This design comes from an exercise in tuning for small area, a short achievable clock period and few clock cycles on the open sky130 flow, not from production work. At most, simulation tests tie the RTL to the original design; equivalence was not proved. Power and IR drop assume default switching activity.

// lsu_top
module lsu_top (
    input  logic                 clk_i,
    input  logic                 rst_n_i,
    input  logic                 req_i,
    output logic                 ack_o,
    input  logic [32-1:0] inst_i,
    input  logic [32-1:0] rs1_i,
    input  logic [32-1:0] rs2_i,
    output logic                 wb_valid_o,
    output logic [32-1:0] wb_data_o,
    output logic                 fault_o
);
Size: roughly 8,100 cells after synthesis, roughly 2,200 flip-flops, about 130 I/O pins, roughly 0.088 mm^2 of cells after synthesis.
clock: 5.0 ns
lec_check: 0
abc_area: 1
cap_margin: 20
core_margin: 2
core_utilization: 40
cts_cluster_diameter: 100
cts_cluster_size: 25
setup_slack_margin: 2.6
slew_margin: 20
tns_end_percent: 10
run.sh (not shown) runs the stock make flow with config.mk's settings and CLKGATE_MAP_FILE= SYNTH_SCRIPT=/design/flow/synth_recipe.tcl, a recipe that flattens the netlist after the stock synthesis.
Testbench counts at the start, summed over its fixed seeds: cycles 32,000.
Change:
- CTS_CLUSTER_DIAMETER: 100 -> not set
- CTS_CLUSTER_SIZE: 25 -> not set
- TNS_END_PERCENT: 10 -> not set
After rerunning: Power goes up by 17%. Global-route usage goes up by 0.52 points. Sequential power hardly moves.

========
run 1:
lsu_top again, from the RTL that the note above started with.
Settings: LEC_CHECK=0, ABC_AREA=1, CAP_MARGIN=20, CORE_MARGIN=2, CORE_UTILIZATION=55, CTS_CLUSTER_DIAMETER=100, CTS_CLUSTER_SIZE=25, SETUP_SLACK_MARGIN=2.6, SLEW_MARGIN=20; clock period 5.0 ns.
Testbench counts of run 1, summed over its fixed seeds: cycles 32,000.
Edits applied to the flow inputs when going from run 1 to run 2:
Settings: CORE_UTILIZATION changed from 55 to 40.
[summary]
Run 2 went all the way through the flow, and no timing, DRC or antenna check failed.
In the flow results for run 2 and run 1, the sequential share of power is smaller on run 2.
Compared with run 1, run 2 shows achievable clock frequency that has gone up by a few percent.
Compared with run 1, in run 2 non-filler instance count after layout +about 8%, power +0.41%, worst setup slack +0.078 ns, utilization after layout -16 points, fraction of final layout cells with drive strength greater than 1 +0.48 points.
Here is what was changed in the inputs of run 3 compared with run 2.
Settings: a deleted CTS_CLUSTER_SIZE that had been 25; a deleted CTS_CLUSTER_DIAMETER that had been 100; a change of SETUP_SLACK_MARGIN from 2.6 to 2.9.
==> comparison <==
Run 3 has endpoint arrival time on the critical path below what run 2 had. In the final reports, the cell area of run 3 is larger than that of run 2. Synthesis-to-finish area growth was higher in the run labelled run 3. Of run 3 and run 2, run 3 shows the higher later-pin clock latency in the skew report, with run 2 below it. Worst clock skew: run 2 vs run 3 — no meaningful difference.
Edits applied to the flow inputs when going from run 3 to run 4:
Settings: CTS_CLUSTER_DIAMETER: unset -> 100; CTS_CLUSTER_SIZE: unset -> 30; SETUP_SLACK_MARGIN: 2.9 -> 2.6.
--- outcome ---
Run 4: flow completed, timing, DRC and antenna clean
On H-tree depth: between run 4 and run 3, it ends up higher for run 3.
Run 4 vs run 3: average vias per placed instance down slightly
Run 4 packs its core looser than run 3.
Taking run 3 over run 4, the routed length on met2 ratio works out to 1.08.

========
The RTL this note starts from:
==> flow/design.v <==
package isa_pkg;
    typedef enum logic [6:0] {
        OP_LOAD  = 7'b0000011,
        OP_STORE = 7'b0100011
    } opcode_e;
    typedef enum logic [2:0] {
        F3_B  = 3'b000,
        F3_H  = 3'b001,
        F3_W  = 3'b010,
        F3_BU = 3'b100,
        F3_HU = 3'b101
    } funct3_e;
endpackage
package lsu_pkg;
    typedef enum logic [1:0] {
        SIZE_B = 2'd0,
        SIZE_H = 2'd1,
        SIZE_W = 2'd2
    } acc_size_e;
    typedef struct packed {
        logic                     is_load;
        logic                     is_signed;
        acc_size_e                size;
        logic [8-1:0] addr;
        logic [3:0]               wmask;
        logic [32-1:0]     wdata;
    } lsu_entry_t;
    typedef enum logic {
        ISSUE_IDLE = 1'b0,
        ISSUE_WAIT = 1'b1
    } issue_state_e;
endpackage
module lsu_top (
    input  logic                 clk_i,
    input  logic                 rst_n_i,
    input  logic                 req_i,
    output logic                 ack_o,
    input  logic [32-1:0] inst_i,
    input  logic [32-1:0] rs1_i,
    input  logic [32-1:0] rs2_i,
    output logic                 wb_valid_o,
    output logic [32-1:0] wb_data_o,
    output logic                 fault_o
);
    localparam int AW    = 8;
    localparam int WORDS = 2 ** (AW - 2);
    logic          ack_q;
    logic          fault_q;
    logic          ld_q;
    logic [7:0]    st_hi_q;
    logic [7:0]    lo_q [4];
    logic [7:0]    hi_q;
    logic [3:0]    offd_q;
    logic [2:0]    f3_q;
    logic [31:0]   wdata_q;
    logic          wb_valid_q;
    logic [31:0]   wb_data_q;
    logic          is_load;
    logic          is_store;
    logic [2:0]    funct3;
    logic [AW-1:0] imm;
    logic          f3_ok;
    logic          aligned;
    logic          legal;
    logic          accept;
    logic [7:0]    lo_sel;
    logic [7:0]    hi_sel;
    assign is_load  = inst_i[6:0] == isa_pkg::OP_LOAD;
    assign is_store = inst_i[6:0] == isa_pkg::OP_STORE;
    assign funct3   = inst_i[14:12];
    assign imm = {inst_i[AW+19:25], inst_i[5] ? inst_i[11:7] : inst_i[24:20]};
    function automatic logic [7:0] onehot_sum(input logic [2:0] x, input logic [2:0] y,
                                              input logic c);
        logic [7:0] dx;
        logic [7:0] dy;
        logic [7:0] r;
        dx = 8'b1 << x;
        dy = 8'b1 << y;
        for (int k = 0; k < 8; k++) begin
            r[k] = 1'b0;
            for (int j = 0; j < 8; j++) begin
                r[k] = r[k] | (dx[j] & dy[(k - j) & 7]);
            end
        end
        onehot_sum = c ? {r[6:0], r[7]} : r;
    endfunction
    logic [AW-1:0] a;
    logic [AW-1:0] b;
    logic [AW-1:0] g;
    logic [AW-1:0] p;
    logic          c2;
    logic          c5;
    assign a  = rs1_i[AW-1:0];
    assign b  = imm;
    assign g  = a & b;
    assign p  = a | b;
    assign c2 = g[1] | (p[1] & g[0]);
    assign c5 = g[4] | (p[4] & g[3]) | (p[4] & p[3] & g[2]) | (p[4] & p[3] & p[2] & g[1])
              | (p[4] & p[3] & p[2] & p[1] & g[0]);
    assign lo_sel = onehot_sum(a[4:2], b[4:2], c2);
    assign hi_sel = onehot_sum(a[AW-1:5], b[AW-1:5], c5);
    logic [3:0] offd;
    logic [3:0] da;
    logic [3:0] db;
    logic [3:0] need;
    always_comb begin
        da = 4'b1 << a[1:0];
        db = 4'b1 << b[1:0];
        for (int l = 0; l < 4; l++) begin
            offd[l] = 1'b0;
            for (int j = 0; j < 4; j++) begin
                offd[l] = offd[l] | (da[j] & db[(l - j) & 3]);
            end
        end
        for (int l = 0; l < 4; l++) begin
            case (funct3[1:0])
                2'b00:   need[l] = offd[l];
                2'b01:   need[l] = offd[l & 2];
                default: need[l] = 1'b1;
            endcase
        end
    end
    always_comb begin
        case (funct3)
            3'b000, 3'b001, 3'b010: f3_ok = 1'b1;
            3'b100, 3'b101:         f3_ok = is_load;
            default:                f3_ok = 1'b0;
        endcase
        case (funct3[1:0])
            2'b01:   aligned = a[0] == b[0];
            2'b10:   aligned = (a[0] == b[0]) && (b[1] == (a[1] ^ a[0]));
            default: aligned = 1'b1;
        endcase
    end
    assign legal  = (is_load || is_store) && f3_ok && aligned;
    assign accept = req_i && !ack_q;
    always_ff @(posedge clk_i) begin
        if (!rst_n_i) begin
            ack_q      <= 1'b0;
            fault_q    <= 1'b0;
            ld_q       <= 1'b0;
            st_hi_q    <= '0;
            wb_valid_q <= 1'b0;
        end else begin
            ack_q      <= req_i;
            fault_q    <= accept && !legal;
            ld_q       <= accept && legal && is_load;
            st_hi_q    <= hi_sel & {8{accept && legal && is_store}};
            wb_valid_q <= ld_q;
        end
    end
    always_ff @(posedge clk_i) begin
        for (int l = 0; l < 4; l++) begin
            lo_q[l] <= lo_sel & {8{need[l]}};
        end
        hi_q    <= hi_sel;
        offd_q  <= offd;
        f3_q    <= funct3;
        wdata_q <= rs2_i;
    end
    logic [31:0] wdata;
    always_comb begin
        case (f3_q[1:0])
            2'b00:   wdata = {4{wdata_q[7:0]}};
            2'b01:   wdata = {2{wdata_q[15:0]}};
            default: wdata = wdata_q;
        endcase
    end
    logic [31:0] mem [WORDS];
    for (genvar w = 0; w < WORDS; w++) begin : g_word
        for (genvar b = 0; b < 4; b++) begin : g_byte
            logic we;
            assign we = st_hi_q[w / 8] & lo_q[b][w % 8];
            always_ff @(posedge clk_i) begin
                if (we) begin
                    mem[w][8*b +: 8] <= wdata[8*b +: 8];
                end
            end
        end
    end
    logic [7:0] grpb [8][4];
    logic [7:0] hs0  [4];
    logic [7:0] ss1  [4];
    logic [7:0] ss23 [4];
    logic       is_b;
    logic       is_w;
    logic       sgn;
    logic       off_hi;
    logic [7:0] sg1;
    logic [7:0] sg23;
    logic [31:0] ext;
    assign is_b   = f3_q[1:0] == 2'b00;
    assign is_w   = f3_q[1];
    assign sgn    = ~f3_q[2];
    assign off_hi = offd_q[2] | offd_q[3];
    logic [7:0]  tk;
    logic [3:0]  tl;
    logic [3:0]  t0;
    logic [7:0]  th;
    logic [7:0]  lw [4];
    logic        fill1;
    logic        fill23;
    always_comb begin
        for (int h = 0; h < 8; h++) begin
            for (int l = 0; l < 4; l++) begin
                for (int i = 0; i < 8; i++) begin
                    for (int k = 0; k < 8; k++) begin
                        tk[k] = mem[h*8+k][8*l+i] & lo_q[l][k];
                    end
                    grpb[h][l][i] = |tk;
                end
            end
        end
        for (int l = 0; l < 4; l++) begin
            hs0[l]  = hi_q & {8{offd_q[l]}};
            ss1[l]  = hs0[l] & {8{sgn & is_b}};
            ss23[l] = is_b ? hs0[l] & {8{sgn}} :
                      ((l == 1) ? hi_q & {8{~off_hi & sgn & ~is_w}} :
                       (l == 3) ? hi_q & {8{off_hi & sgn & ~is_w}} : 8'h00);
        end
        for (int h = 0; h < 8; h++) begin
            for (int l = 0; l < 4; l++) begin
                tl[l] = grpb[h][l][7] & ss1[l][h];
            end
            sg1[h] = |tl;
            for (int l = 0; l < 4; l++) begin
                tl[l] = grpb[h][l][7] & ss23[l][h];
            end
            sg23[h] = |tl;
        end
        for (int l = 0; l < 4; l++) begin
            for (int i = 0; i < 8; i++) begin
                for (int h = 0; h < 8; h++) begin
                    th[h] = grpb[h][l][i] & hi_q[h];
                end
                lw[l][i] = |th;
            end
        end
        fill1  = |sg1;
        fill23 = |sg23;
        for (int i = 0; i < 8; i++) begin
            for (int l = 0; l < 4; l++) begin
                t0[l] = lw[l][i] & offd_q[l];
            end
            ext[i]      = |t0;
            ext[8 + i]  = (lw[1][i] & ~off_hi & ~is_b) | (lw[3][i] & off_hi & ~is_b) | fill1;
            ext[16 + i] = (lw[2][i] & is_w) | fill23;
            ext[24 + i] = (lw[3][i] & is_w) | fill23;
        end
    end
    always_ff @(posedge clk_i) begin
        wb_data_q <= ext;
    end
    assign ack_o      = ack_q;
    assign fault_o    = fault_q;
    assign wb_valid_o = wb_valid_q;
    assign wb_data_o  = wb_data_q;
endmodule
export LEC_CHECK = 0
export ABC_AREA = 1
export CAP_MARGIN = 20
export CORE_MARGIN = 2
export CORE_UTILIZATION = 40
export CTS_CLUSTER_DIAMETER = 100
export CTS_CLUSTER_SIZE = 25
export SETUP_SLACK_MARGIN = 2.7
export SLEW_MARGIN = 45
create_clock -name core_clock -period 5.0 [get_ports {clk_i}]
Testbench counts at the start, summed over its fixed seeds: cycles 32,000.
Edit:
Settings changed: ABC_AREA 1 to default, SETUP_SLACK_MARGIN 2.7 to 2.6, SLEW_MARGIN 45 to 75.
=> The new run went through all stages and came out clean. Setup slack is worse by 0.44 ns. Via count goes down by 18%. Wire length goes down by 3.8%. Cell area goes down by 3.2%. Power goes down by 5.6%. Worst hold slack is better by 0.0069 ns. Core utilization goes up by 2.9 points. Clock skew stays flat.
Edit:
Settings changed: ABC_AREA from default to 1, CTS_CLUSTER_SIZE 25 to 28, SETUP_SLACK_MARGIN 2.6 to 2.7.
Outcome: Fmax rises by 18%; die area rose by 9.9%; wire length grows by 3.8%.
Edit:
Settings changed: CTS_CLUSTER_SIZE 28 to 25, SETUP_SLACK_MARGIN 2.7 to 2.8.
Fmax is lower by 1.9%.
Routed wire length is higher by about 1.1%.
Synthesized cell count stays the same.
Sequential share of layout area is lower by 0.91 points.
Total power is higher by 1.5%.
Clock skew is higher by 0.0054 ns.
Via count is higher by 0.62%.
Clock power is higher by about 2%.
Worst setup slack is worse by 0.045 ns.
Critical path depth is higher by 11.
Final area is higher by 1.4%.
Edit:
Settings changed: CORE_UTILIZATION 40 to 55, SETUP_SLACK_MARGIN 2.8 to 2.6.
What happened: The changed run produced a clean layout; global-route usage went up by 6.8 points; power went down by a few percent; worst setup slack gets better by 0.047 ns; wire length went down by a few percent; synthesized cell count is unchanged.
Edit:
Settings changed: CORE_UTILIZATION 55 to 40, SETUP_SLACK_MARGIN 2.6 to 2.7, SLEW_MARGIN 75 to 60.
After rerunning: The new run finished clean; non-clock buffer count is lower by 73; global-route usage is lower by 7.1 points; total power rises by about 1.2%; maximum frequency is about the same.

========
// lsu_top: RTL as listed in full above, without the edits since
clock: 5.0 ns
lec_check: 0
abc_area: 1
cap_margin: 20
core_margin: 2
core_utilization: 40
cts_cluster_diameter: 100
cts_cluster_size: 25
setup_slack_margin: 2.65
slew_margin: 60
The first run went through all stages and came out clean.
Testbench counts at the start, summed over its fixed seeds: cycles 32,000.
Edit:
Settings changed: SETUP_SLACK_MARGIN 2.65 to 2.7, SLEW_MARGIN 60 to 75.
What happened: The new run produced a clean layout. Count of clock-buffer cells in the layout grows by 14. Hold slack loses 0.0090 ns. Non-clock buffer count went up by 105. Global-route usage stays flat. Total power rises by 0.85%. Cell area went up by 2.1%. Wire length is about the same. Worst setup slack is about the same. Flip-flop and latch count stays the same. Critical path depth is unchanged.
Edit:
Settings changed: SETUP_SLACK_MARGIN 2.7 to 2.8, SLEW_MARGIN 75 to 60.
What happened: The new run ran to the end with no violations; core utilization goes up by 0.59 points; cell area goes up by 1.3%; flip-flop and latch count does not change; wire length goes up by 7.1%; via count goes up by about 2.4%; global-route usage goes up by 0.67 points; setup slack stays flat; fmax stays flat; first-iteration DRC count goes up by about 12%.
Edit:
Settings changed: SETUP_SLACK_MARGIN 2.8 to 2.6, SLEW_MARGIN 60 to 20.
Effect:
- register-to-register slack got worse by 0.13 ns
- die area does not change
- worst setup slack degrades by 0.079 ns
- synthesized cell count does not change
- total power shrinks by 2.7%
- core utilization drops by 1.8 points
- final area shrinks by 3.8%
- clock power rises by 2.1%
- routed wire length fell by 5.1%
Edit:
Settings changed: PLACE_DENSITY set to 0.8, SLEW_MARGIN 20 to 75.
Outcome:
- The changed run completed without violations
- total power drops slightly
- final area increases slightly
- wire length fell by a few percent
- global-route usage falls by 1.3 points
- hold slack is about the same
- sequential share of layout area goes down by 1.2 points
- clock-buffer cell count fell by 19
- utilization climbs by 0.75 points
- synthesized area stays the same
- critical path depth came out higher by 1
- final cell count is higher slightly

========
Starts from the design.v that is shown in full above.
make LEC_CHECK=0 ABC_AREA=1 CAP_MARGIN=20 CORE_MARGIN=2 CORE_UTILIZATION=40 CTS_CLUSTER_DIAMETER=100 CTS_CLUSTER_SIZE=25 SETUP_SLACK_MARGIN=2.6 SLEW_MARGIN=75 finish   # period 5.0 ns
Testbench counts at the start, summed over its fixed seeds: cycles 32,000.
Next try:
Settings changed: CAP_MARGIN 20 to 40, SETUP_SLACK_MARGIN 2.6 to 2.7, SLEW_MARGIN 75 to 60.
Outcome: Total power is about the same. First-iteration DRC count climbs by a few percent. Utilization drops by 0.52 points. Via count climbs slightly. Setup slack improves by 15 ps. Hold slack stays flat.

========
lsu_top, a different RTL version from the one above (not shown whole).
For scale: roughly 4500 cells after synthesis, about 2100 flip-flops, roughly 130 I/O pins, roughly 0.078 mm2 of cells after synthesis.
Settings: LEC_CHECK=0, CAP_MARGIN=20, CORE_MARGIN=2, CORE_UTILIZATION=40, SETUP_SLACK_MARGIN=2.6, SLEW_MARGIN=20; clock period 5.0 ns.
Then changed:
--- a/flow/config.mk
+++ b/flow/config.mk
@@ -10 +10 @@
-export CORE_UTILIZATION = 40
+export CORE_UTILIZATION = 70
Effect: Setup slack degrades by 120 ps. Final area fell by 2.3%. Wire length came out lower by 1.5%. Power goes down by 2.9%.
Function was not checked in any run of this note: the RTL went through the layout flow alone.

## re-timing with driven ports
The results above use ideal ports. As a check the final layouts listed here were re-extracted and re-timed, cells and wires unchanged.
Step 1: set_driving_cell puts a clkbuf_16 on clk_i and a buf_2 on each other input, an assumption about the parent block.
Step 2 moves the port delays by t, midway between the first and last clock arrival at a register: inputs arrive t later, outputs are due t later. That takes back most of the time a late clock gives input paths.
Slacks: ideal ports / drivers / drivers and shift; pairs: ideal ports / drivers.
run | t, ns | setup WS [ns] | worst data-port slew with drivers (ns)
the first run of note 1 | 0.863 | 2.500 / 2.414 / 1.748 | 0.19
the second run of note 1 | 0.923 | 2.608 / 2.535 / 1.886 | 0.05
run 1 | 0.847 | 2.542 / 2.542 / 1.883 | 0.05
run 2 | 0.864 | 2.621 / 2.575 / 1.908 | 0.05
run 3 | 0.950 | 2.581 / 2.500 / 2.033 | 0.09
run 4 | 0.831 | 2.525 / 2.525 / 1.916 | 0.05
the first run of note 3 | 0.875 | 2.671 / 2.575 / 1.993 | 0.05
the second run of note 3 | 0.841 | 2.236 / 2.236 / 1.457 | 0.18
the third run of note 3 | 0.865 | 2.652 / 2.570 / 1.953 | 0.05
the fourth run of note 3 | 0.849 | 2.608 / 2.590 / 2.028 | 0.06
the fifth run of note 3 | 0.827 | 2.654 / 2.565 / 1.931 | 0.05
the sixth run of note 3 | 0.889 | 2.658 / 2.561 / 2.004 | 0.05
the first run of note 4 | 0.885 | 2.664 / 2.568 / 1.963 | 0.05
the second run of note 4 | 0.871 | 2.663 / 2.567 / 1.951 | 0.05
the third run of note 4 | 0.865 | 2.661 / 2.569 / 2.032 | 0.06
the fourth run of note 4 | 0.853 | 2.582 / 2.575 / 1.837 | 0.20
the fifth run of note 4 | 0.857 | 2.593 / 2.569 / 1.883 | 0.06
the first run of note 5 | 0.869 | 2.643 / 2.550 / 1.831 | 0.19
the second run of note 5 | 0.889 | 2.658 / 2.561 / 2.004 | 0.05
the first run of note 6 | 0.933 | 2.044 / 2.044 / 1.784 | 0.05
the second run of note 6 | 0.885 | 1.928 / 1.928 / 1.772 | 0.07
After both steps setup and hold are still met in every run listed. The setup slack of the first run of note 5, which loses most, moves by -0.093 ns with the drivers and by -0.812 ns with both steps.
